This design comes from an exercise in tuning for small area, a short achievable clock period and few clock cycles per item on the open sky130 flow, not from production work. At most, simulation tests tie the RTL to the original design; equivalence was not proved.

==> v33: inputs <==
// mips_integer_core_step_top
module mips_integer_core_step_top (
	input  logic        clk,
	input  logic        arst_n,
	input  logic        inst_valid,
	output logic        inst_ready,
	input  logic [63:0] inst_item,
	output logic        res_valid,
	input  logic        res_ready,
	output logic [102:0] res_item,
	input  logic        cfg_valid,
	output logic        cfg_ready,
	input  logic [31:0] cfg_data
);
Settings: LEC_CHECK=0, CAP_MARGIN=30, CORE_MARGIN=2, CORE_UTILIZATION=40, SETUP_SLACK_MARGIN=2.5, SLEW_MARGIN=30; clock period 7.0 ns.
run.sh (not shown) runs the stock make flow with config.mk's settings and CLKGATE_MAP_FILE= SYNTH_SCRIPT=/design/flow/synth_recipe.tcl, a recipe that flattens the netlist after the stock synthesis.
==> v38: changes against v33 <==
--- a/flow/design.v
+++ b/flow/design.v
@@ -107,11 +107,12 @@
 	input  logic        set,
 	input  logic [31:0] a,       
 	input  logic [31:0] b,       
 	input  logic        neg_q,
 	input  logic        neg_r,
-	output logic        busy,
+	input  logic        zq,      
+	output logic        busy,     
 	output logic [31:0] rem,
 	output logic [31:0] quot,
 	output logic        rem_neg,
 	output logic        quot_neg
 );
@@ -121,17 +122,18 @@
 	logic [1:0]  st_q;    
 	function automatic logic [5:0] lzc(input logic [31:0] v);
 		lzc = 6'd32;
 		for (int i = 0; i < 32; i++) if (v[i]) lzc = 6'(31 - i);
 	endfunction
-	logic [5:0] la, lb;
+	logic [5:0] la_q, lb_q;
+	logic       zq_q;
 	logic [5:0] sh;
 	logic [32:0] diff;
-	assign la = lzc(r_q);
-	assign lb = lzc(d_q);
-	assign sh = lb - la;
+	logic [31:0] r1;
+	assign sh = lb_q - la_q;
 	assign diff = {1'b0, r_q} - {1'b0, d_q};
+	assign r1 = diff[32] ? r_q : diff[31:0];
 	always_ff @(posedge clk or negedge arst_n) begin
 		if (!arst_n) begin
 			st_q <= 2'd0;
 			r_q <= mics_pkg::Poison;
 			q_q <= mics_pkg::Poison;
@@ -148,29 +150,34 @@
 				q_q <= '0;
 				nq_q <= neg_q;
 				nr_q <= neg_r;
 				st_q <= 2'd1;
 			end else if (st_q == 2'd1) begin
-				st_q <= (la > lb) ? 2'd0 : 2'd2;
+				st_q <= (la_q > lb_q) ? 2'd0 : 2'd2;
 			end else if (st_q == 2'd2) begin
-				if (!diff[32]) r_q <= diff[31:0];
+				r_q <= r1;
 				q_q <= {q_q[30:0], !diff[32]};
-				if (cnt_q == '0) st_q <= 2'd0;
+				if (cnt_q == 5'd0) st_q <= 2'd0;
 			end
 		end
 	end
 	always_ff @(posedge clk) begin
-		if (start) d_q <= b;
+		if (start) begin
+			d_q <= b;
+			la_q <= lzc(a);
+			lb_q <= lzc(b);
+			zq_q <= zq;
+		end
 		else if (st_q == 2'd1) begin
 			d_q <= d_q << sh[4:0];
 			cnt_q <= sh[4:0];
 		end else if (st_q == 2'd2) begin
 			d_q <= d_q >> 1;
 			cnt_q <= cnt_q - 5'd1;
 		end
 	end
-	assign busy = st_q != 2'd0;
+	assign busy = st_q == 2'd2 || (st_q == 2'd1 && !zq_q);
 	assign rem = r_q;
 	assign quot = q_q;
 	assign rem_neg = nr_q;
 	assign quot_neg = nq_q;
 endmodule
@@ -197,19 +204,22 @@
 	logic        pend_sr_q;
 	logic        wb_v_q;
 	logic [4:0]  wb_t_q;
 	logic [31:0] wb_d_q;
 	logic        res_valid_q;
-	logic [102:0] res_q;
+	logic [70:0] res_q;    
 	logic        c_inv_q, c_sum_q, c_and_q, c_or_q, c_sh_q, c_slt_q, c_sltu_q, c_lui_q;
 	logic        c_link_q, c_hi_q, c_lo_q, c_sll_q, c_sra_q;
 	logic [5:0]  c_amt_q;
+	logic        c_wr_q, c_hilo_q;
+	logic [4:0]  c_widx_q;
 	logic fire, accept, stall;
 	logic [5:0]  d_op, d_fn;
 	logic        d_r;
 	logic        d_inv, d_sum, d_and, d_or, d_sh, d_slt, d_sltu, d_lui, d_link, d_hi, d_lo, d_sll, d_sra;
-	logic        d_imm;
+	logic        d_imm, d_wr, d_hilo;
+	logic [4:0]  d_widx;
 	logic [5:0]  d_amt;
 	logic [31:0] d_immv;
 	assign d_op = dw_q[31:26];
 	assign d_fn = dw_q[5:0];
 	assign d_r = d_op == mics_pkg::OpSpecial;
@@ -226,12 +236,31 @@
 		d_slt = (d_r && d_fn == mics_pkg::FnSlt) || d_op == mics_pkg::OpSlti;
 		d_sltu = (d_r && d_fn == mics_pkg::FnSltu) || d_op == mics_pkg::OpSltiu;
 		d_lui = d_op == mics_pkg::OpLui;
 		d_link = (d_r && d_fn == mics_pkg::FnJalr) || d_op == mics_pkg::OpJal ||
 			(d_op == mics_pkg::OpRegimm && dw_q[20]);
+		d_hilo = d_r && (d_fn == mics_pkg::FnMfhi || d_fn == mics_pkg::FnMflo ||
+			d_fn == mics_pkg::FnDiv || d_fn == mics_pkg::FnDivu);
 		d_hi = d_r && d_fn == mics_pkg::FnMfhi;
 		d_lo = d_r && d_fn == mics_pkg::FnMflo;
+		d_wr = 1'b0;
+		d_widx = dw_q[15:11];
+		case (d_op)
+			mics_pkg::OpSpecial:
+				case (d_fn)
+					mics_pkg::FnSll, mics_pkg::FnSrl, mics_pkg::FnSra, mics_pkg::FnJalr,
+					mics_pkg::FnMfhi, mics_pkg::FnMflo, mics_pkg::FnAdd, mics_pkg::FnAddu,
+					mics_pkg::FnSubu, mics_pkg::FnAnd, mics_pkg::FnOr, mics_pkg::FnSlt,
+					mics_pkg::FnSltu: d_wr = 1'b1;
+					default: ;
+				endcase
+			mics_pkg::OpRegimm: begin d_wr = dw_q[20]; d_widx = mics_pkg::LinkReg; end
+			mics_pkg::OpJal: begin d_wr = 1'b1; d_widx = mics_pkg::LinkReg; end
+			mics_pkg::OpAddi, mics_pkg::OpAddiu, mics_pkg::OpSlti, mics_pkg::OpSltiu,
+			mics_pkg::OpAndi, mics_pkg::OpOri, mics_pkg::OpLui: begin d_wr = 1'b1; d_widx = dw_q[20:16]; end
+			default: ;
+		endcase
 		d_amt = d_sll ? (6'd32 - {1'b0, dw_q[10:6]}) : {1'b0, dw_q[10:6]};
 		case (d_op)
 			mics_pkg::OpAddi, mics_pkg::OpAddiu, mics_pkg::OpSlti, mics_pkg::OpSltiu,
 			mics_pkg::OpLb, mics_pkg::OpLbu, mics_pkg::OpLw, mics_pkg::OpSb, mics_pkg::OpSh,
 			mics_pkg::OpSw: begin d_imm = 1'b1; d_immv = {{16{dw_q[15]}}, dw_q[15:0]}; end
@@ -269,70 +298,58 @@
 	assign shres = fun[31:0];
 	logic [31:0] div_rem, div_quot;
 	logic        div_busy, div_rn, div_qn;
 	assign hl = c_hi_q ? div_rem : div_quot;
 	assign hlv = (c_hi_q ? div_rn : div_qn) ? (32'h0 - hl) : hl;
-	logic [31:0] wr_val;
-	assign wr_val = ({32{c_sum_q}} & sum) | ({32{c_and_q}} & (ea_q & ei_q)) |
+	logic [31:0] wr_val, wr_oth;
+	assign wr_val = c_sum_q ? sum : wr_oth;
+	assign wr_oth = ({32{c_and_q}} & (ea_q & ei_q)) |
 		({32{c_or_q}} & (ea_q | ei_q)) | ({32{c_sh_q}} & shres) |
 		{31'h0, (c_slt_q & sltv) | (c_sltu_q & sltuv)} | ({32{c_lui_q}} & ei_q) |
 		({32{c_link_q}} & pc_inc) | ({32{c_hi_q | c_lo_q}} & hlv);
 	logic [31:0] nx_pc, sdata, maddr;
-	logic [4:0]  wr_idx, new_t;
+	logic [4:0]  new_t;
 	logic [1:0]  kind, size, new_m;
 	logic [2:0]  st;
-	logic wr, new_sr, sr_we, div_set, div_go, div_signed, hilo_use;
+	logic new_sr, sr_we, div_set, div_go, div_signed;
 	always_comb begin
 		nx_pc = pc_inc;
-		wr = 1'b0; wr_idx = rdi;
 		st = mics_pkg::StOk; kind = mics_pkg::KindNone; size = mics_pkg::SizeByte; maddr = '0; sdata = '0;
 		new_t = rti; new_m = mics_pkg::PlNone; new_sr = 1'b0; sr_we = 1'b0;
-		div_set = 1'b0; div_go = 1'b0; div_signed = 1'b0; hilo_use = 1'b0;
+		div_set = 1'b0; div_go = 1'b0; div_signed = 1'b0; 
 		case (op)
 			mics_pkg::OpSpecial: begin
 				case (fn)
 					mics_pkg::FnSll, mics_pkg::FnSrl, mics_pkg::FnSra, mics_pkg::FnAddu,
 					mics_pkg::FnSubu, mics_pkg::FnAnd, mics_pkg::FnOr, mics_pkg::FnSlt,
-					mics_pkg::FnSltu: wr = 1'b1;
+					mics_pkg::FnSltu: ;
 					mics_pkg::FnJr: nx_pc = rs;
-					mics_pkg::FnJalr: begin wr = 1'b1; nx_pc = rs; end
-					mics_pkg::FnMfhi, mics_pkg::FnMflo: begin wr = 1'b1; hilo_use = 1'b1; end
+					mics_pkg::FnJalr: nx_pc = rs;
+					mics_pkg::FnMfhi, mics_pkg::FnMflo: ;
 					mics_pkg::FnDiv: begin
-						hilo_use = 1'b1; div_signed = 1'b1;
+						div_signed = 1'b1;
 						if (rt == '0) div_set = 1'b1;
 						else div_go = 1'b1;
 					end
 					mics_pkg::FnDivu: begin
-						hilo_use = 1'b1;
 						if (rt == '0) div_set = 1'b1;
 						else div_go = 1'b1;
 					end
-					mics_pkg::FnAdd: begin
-						wr = 1'b1;
-						if (ovf) st = mics_pkg::StOverflow;
-					end
+					mics_pkg::FnAdd: if (ovf) st = mics_pkg::StOverflow;
 					default: st = mics_pkg::StBadOp;
 				endcase
 			end
-			mics_pkg::OpRegimm: begin
-				wr = ew_q[20]; wr_idx = mics_pkg::LinkReg;
-				if (rs[31] ^ ew_q[16]) nx_pc = br_tgt;
-			end
-			mics_pkg::OpJal: begin
-				wr = 1'b1; wr_idx = mics_pkg::LinkReg; nx_pc = j_tgt;
-			end
+			mics_pkg::OpRegimm: if (rs[31] ^ ew_q[16]) nx_pc = br_tgt;
+			mics_pkg::OpJal: nx_pc = j_tgt;
 			mics_pkg::OpJ: nx_pc = j_tgt;
 			mics_pkg::OpBeq: if (eq) nx_pc = br_tgt;
 			mics_pkg::OpBne: if (!eq) nx_pc = br_tgt;
 			mics_pkg::OpBlez: if (rs == '0 || rs[31]) nx_pc = br_tgt;
 			mics_pkg::OpBgtz: if (rs != '0 && !rs[31]) nx_pc = br_tgt;
-			mics_pkg::OpAddi: begin
-				wr = 1'b1; wr_idx = rti;
-				if (ovf) st = mics_pkg::StOverflow;
-			end
+			mics_pkg::OpAddi: if (ovf) st = mics_pkg::StOverflow;
 			mics_pkg::OpAddiu, mics_pkg::OpSlti, mics_pkg::OpSltiu, mics_pkg::OpAndi,
-			mics_pkg::OpOri, mics_pkg::OpLui: begin wr = 1'b1; wr_idx = rti; end
+			mics_pkg::OpOri, mics_pkg::OpLui: ;
 			mics_pkg::OpCop0: begin
 				if (rsi == mics_pkg::CopMt) begin
 					if (rdi == mics_pkg::Cp0Sr) sr_we = 1'b1;
 					else if (rdi == 5'd3 || rdi == 5'd5 || rdi == 5'd6 || rdi == 5'd7 ||
 						rdi == 5'd9 || rdi == 5'd11 || rdi == 5'd13) begin
@@ -358,65 +375,76 @@
 				kind = mics_pkg::KindStore; size = mics_pkg::SizeWord; maddr = sum; sdata = rt;
 			end
 			default: st = mics_pkg::StBadOp;
 		endcase
 	end
-	assign stall = hilo_use && div_busy && !halted_q;
+	assign stall = c_hilo_q && div_busy && !halted_q;
 	assign fire = dv_q && !stall && (!res_valid_q || res_ready);
 	assign inst_ready = !dv_q || fire;
 	assign accept = inst_valid && inst_ready;
 	assign cfg_ready = 1'b1;
 	assign res_valid = res_valid_q;
-	assign res_item = res_q;
+	assign res_item = {pc_q, res_q};
 	logic [31:0] div_a, div_b;
 	always_comb begin
 		if (div_set) begin
 			div_a = rs;
 			div_b = (div_signed && rs[31]) ? 32'd1 : 32'hffffffff;
 		end else begin
 			div_a = (div_signed && rs[31]) ? (32'h0 - rs) : rs;
 			div_b = (div_signed && rt[31]) ? (32'h0 - rt) : rt;
 		end
 	end
+	logic [31:0] zq_a, zq_b, zq_m;
+	logic        zq;
+	always_comb begin
+		zq_a = (div_signed && rs[31]) ? {~rs[30:0], 1'b1} : rs;
+		zq_b = (div_signed && rt[31]) ? ~rt : rt;
+		zq_m[31] = zq_a[31];
+		for (int i = 30; i >= 0; i--) zq_m[i] = zq_m[i + 1] | zq_a[i];
+		zq = (zq_b & ~zq_m) != '0;
+	end
 	mics_div u_div (
 		.clk(clk), .arst_n(arst_n),
 		.start(fire && !halted_q && div_go),
 		.set(fire && !halted_q && div_set),
 		.a(div_a), .b(div_b),
 		.neg_q(div_signed && (rs[31] ^ rt[31])),
-		.neg_r(div_signed && rs[31]),
+		.neg_r(div_signed && rs[31]), .zq(zq),
 		.busy(div_busy), .rem(div_rem), .quot(div_quot), .rem_neg(div_rn), .quot_neg(div_qn)
 	);
-	logic        ex_we, wp_we, land_in;
-	logic [4:0]  land_t;
+	logic        ex_we, land_in, land_hit;
+	logic [4:0]  land_t, wr_idx;
 	logic [1:0]  land_m;
 	logic [31:0] land_val;
-	assign ex_we = !halted_q && wr && wr_idx != '0;
+	assign wr_idx = c_widx_q;
+	assign ex_we = !halted_q && c_wr_q && c_widx_q != '0;
 	always_comb begin
 		if (fire) begin
 			land_t = new_t;
-			land_m = (halted_q || st != mics_pkg::StOk) ? mics_pkg::PlNone : new_m;
-			land_in = !halted_q && st == mics_pkg::StOk && (new_m != mics_pkg::PlNone || new_sr);
+			land_m = new_m;
+			land_in = !halted_q && (new_m != mics_pkg::PlNone || new_sr);
 			if (new_sr) land_m = mics_pkg::PlNone;
+			land_hit = d_wr && d_widx == new_t;
 		end else begin
 			land_t = pend_t_q;
 			land_m = pend_m_q;
 			land_in = pend_sr_q || pend_m_q != mics_pkg::PlNone;
+			land_hit = c_wr_q && c_widx_q == pend_t_q;
 		end
-		land_in = accept && land_in && land_t != '0;
+		land_in = accept && land_in && land_t != '0 && !land_hit;
 		case (land_m)
 			mics_pkg::PlSByte: land_val = {{24{inst_item[7]}}, inst_item[7:0]};
 			mics_pkg::PlUByte: land_val = {24'h0, inst_item[7:0]};
 			mics_pkg::PlWord: land_val = inst_item[31:0];
 			default: land_val = sr_q;
 		endcase
 	end
-	assign wp_we = (fire && ex_we) || wb_v_q;
 	logic [31:0] rf_a, rf_b;
 	mics_regfile u_rf (
 		.clk(clk), .arst_n(arst_n),
-		.we(wp_we), .waddr((fire && ex_we) ? wr_idx : wb_t_q), .wdata((fire && ex_we) ? wr_val : wb_d_q),
+		.we(ex_we || wb_v_q), .waddr(ex_we ? wr_idx : wb_t_q), .wdata(ex_we ? wr_val : wb_d_q),
 		.ra(dw_q[25:21]), .rb(dw_q[20:16]),
 		.rd_a(rf_a), .rd_b(rf_b)
 	);
 	logic [31:0] opa, opb_o, opi;
 	logic        fa, fb;
@@ -431,11 +459,11 @@
 	always_ff @(posedge clk or negedge arst_n) begin
 		if (!arst_n) begin
 			dv_q <= 1'b0;
 			ew_q <= '0;
 			{c_inv_q, c_sum_q, c_and_q, c_or_q, c_sh_q, c_slt_q, c_sltu_q, c_lui_q} <= '0;
-			{c_link_q, c_hi_q, c_lo_q, c_sra_q} <= '0;
+			{c_link_q, c_hi_q, c_lo_q, c_sra_q, c_wr_q, c_hilo_q} <= '0;
 			c_sll_q <= 1'b1;
 			pc_q <= mics_pkg::ResetAddress;
 			sr_q <= '0;
 			halted_q <= 1'b0;
 			pend_t_q <= '0;
@@ -447,25 +475,26 @@
 			if (accept) dv_q <= 1'b1;
 			else if (fire) dv_q <= 1'b0;
 			if (fire) res_valid_q <= 1'b1;
 			else if (res_ready) res_valid_q <= 1'b0;
 			if (land_in) wb_v_q <= 1'b1;
-			else if (fire && ex_we) wb_v_q <= wb_v_q && wb_t_q != wr_idx;
+			else if (ex_we) wb_v_q <= wb_v_q && wb_t_q != wr_idx;
 			else wb_v_q <= 1'b0;
 			if (accept) begin
 				pend_m_q <= mics_pkg::PlNone;
 				pend_sr_q <= 1'b0;
-			end else if (fire && !halted_q && st == mics_pkg::StOk) begin
+			end else if (fire && !halted_q) begin
 				pend_t_q <= new_t;
 				pend_m_q <= new_m;
 				pend_sr_q <= new_sr;
 			end
 			if (fire) begin
 				ew_q <= dw_q;
 				{c_inv_q, c_sum_q, c_and_q, c_or_q, c_sh_q, c_slt_q, c_sltu_q, c_lui_q} <=
 					{d_inv, d_sum, d_and, d_or, d_sh, d_slt, d_sltu, d_lui};
-				{c_link_q, c_hi_q, c_lo_q, c_sll_q, c_sra_q} <= {d_link, d_hi, d_lo, d_sll, d_sra};
+				{c_link_q, c_hi_q, c_lo_q, c_sll_q, c_sra_q, c_wr_q, c_hilo_q} <=
+					{d_link, d_hi, d_lo, d_sll, d_sra, d_wr, d_hilo};
 				if (!halted_q) begin
 					pc_q <= nx_pc;
 					if (st != mics_pkg::StOk) halted_q <= 1'b1;
 					if (sr_we) sr_q <= rt;
 				end
@@ -474,22 +503,23 @@
 	end
 	always_ff @(posedge clk) begin
 		if (accept) dw_q <= inst_item[63:32];
 		if (fire) begin
 			c_amt_q <= d_amt;
+			c_widx_q <= d_widx;
 			ea_q <= fa ? wr_val : opa;
 			eb_q <= fb ? wr_val : opb_o;
 			ei_q <= d_imm ? d_immv : (fb ? wr_val : opb_o);
 		end
 		if (land_in) begin
 			wb_t_q <= land_t;
 			wb_d_q <= land_val;
 		end
 		if (fire) begin
 			if (halted_q) begin
-				res_q <= {pc_q, mics_pkg::KindNone, mics_pkg::SizeByte, 32'h0, 32'h0, mics_pkg::StHalted};
+				res_q <= {mics_pkg::KindNone, mics_pkg::SizeByte, 32'h0, 32'h0, mics_pkg::StHalted};
 			end else begin
-				res_q <= {nx_pc, kind, size, maddr, sdata, st};
+				res_q <= {kind, size, maddr, sdata, st};
 			end
 		end
 	end
 endmodule
--- a/flow/config.mk
+++ b/flow/config.mk
@@ -6,7 +6,9 @@
 export NUM_CORES = 4
 export LEC_CHECK = 0
 export CAP_MARGIN = 30
 export CORE_MARGIN = 2
 export CORE_UTILIZATION = 40
-export SETUP_SLACK_MARGIN = 2.5
+export CTS_CLUSTER_DIAMETER = 100
+export CTS_CLUSTER_SIZE = 28
+export SETUP_SLACK_MARGIN = 3.0
 export SLEW_MARGIN = 30
==> comparison <==
v38 went through all stages and came out clean. v33 produced a clean layout. In v33 the die area is higher than in v38, by about 0.22%. In wire length, v38 and v33 hardly differ. Utilization: v38 is lower than v33 (1.1 points). Against v38, the sequential cell count of v33 is higher by 11.
Testbench counts of v38, summed over its fixed seeds: cycles 36,537, items 32,000.
Function not checked in v33: the RTL went through the layout flow alone.

-- re-timing with driven ports --
The flow's constraints put no driver on any port. The routed layouts listed below were extracted and timed again, unchanged, in two steps. Step 1 sets driving cells, clkbuf_16 on the clock port and buf_2 on the other inputs (assumed; they add their load-dependent delay and slew). Step 2 times the ports against the registers' clock, not the clock port: input delays grow and output delays shrink by t, the midpoint of the rising clock arrivals with the driver on. Three values: ideal, step 1, step 2; two values: the first two.
run	t (ns)	slack for setup (ns)	worst setup path after step 2	worst slew at a driven data input, ns	pins driven straight from the clock port
v33	0.932	2.181 / 2.181 / 1.845	input to register	0.05	1
v38	0.858	2.849 / 2.849 / 2.474	input to register	0.06	1
After both steps setup and hold are still met in every run listed. The setup slack of v38, which loses most, moves by 0.000 ns with the drivers and by -0.375 ns with both steps.
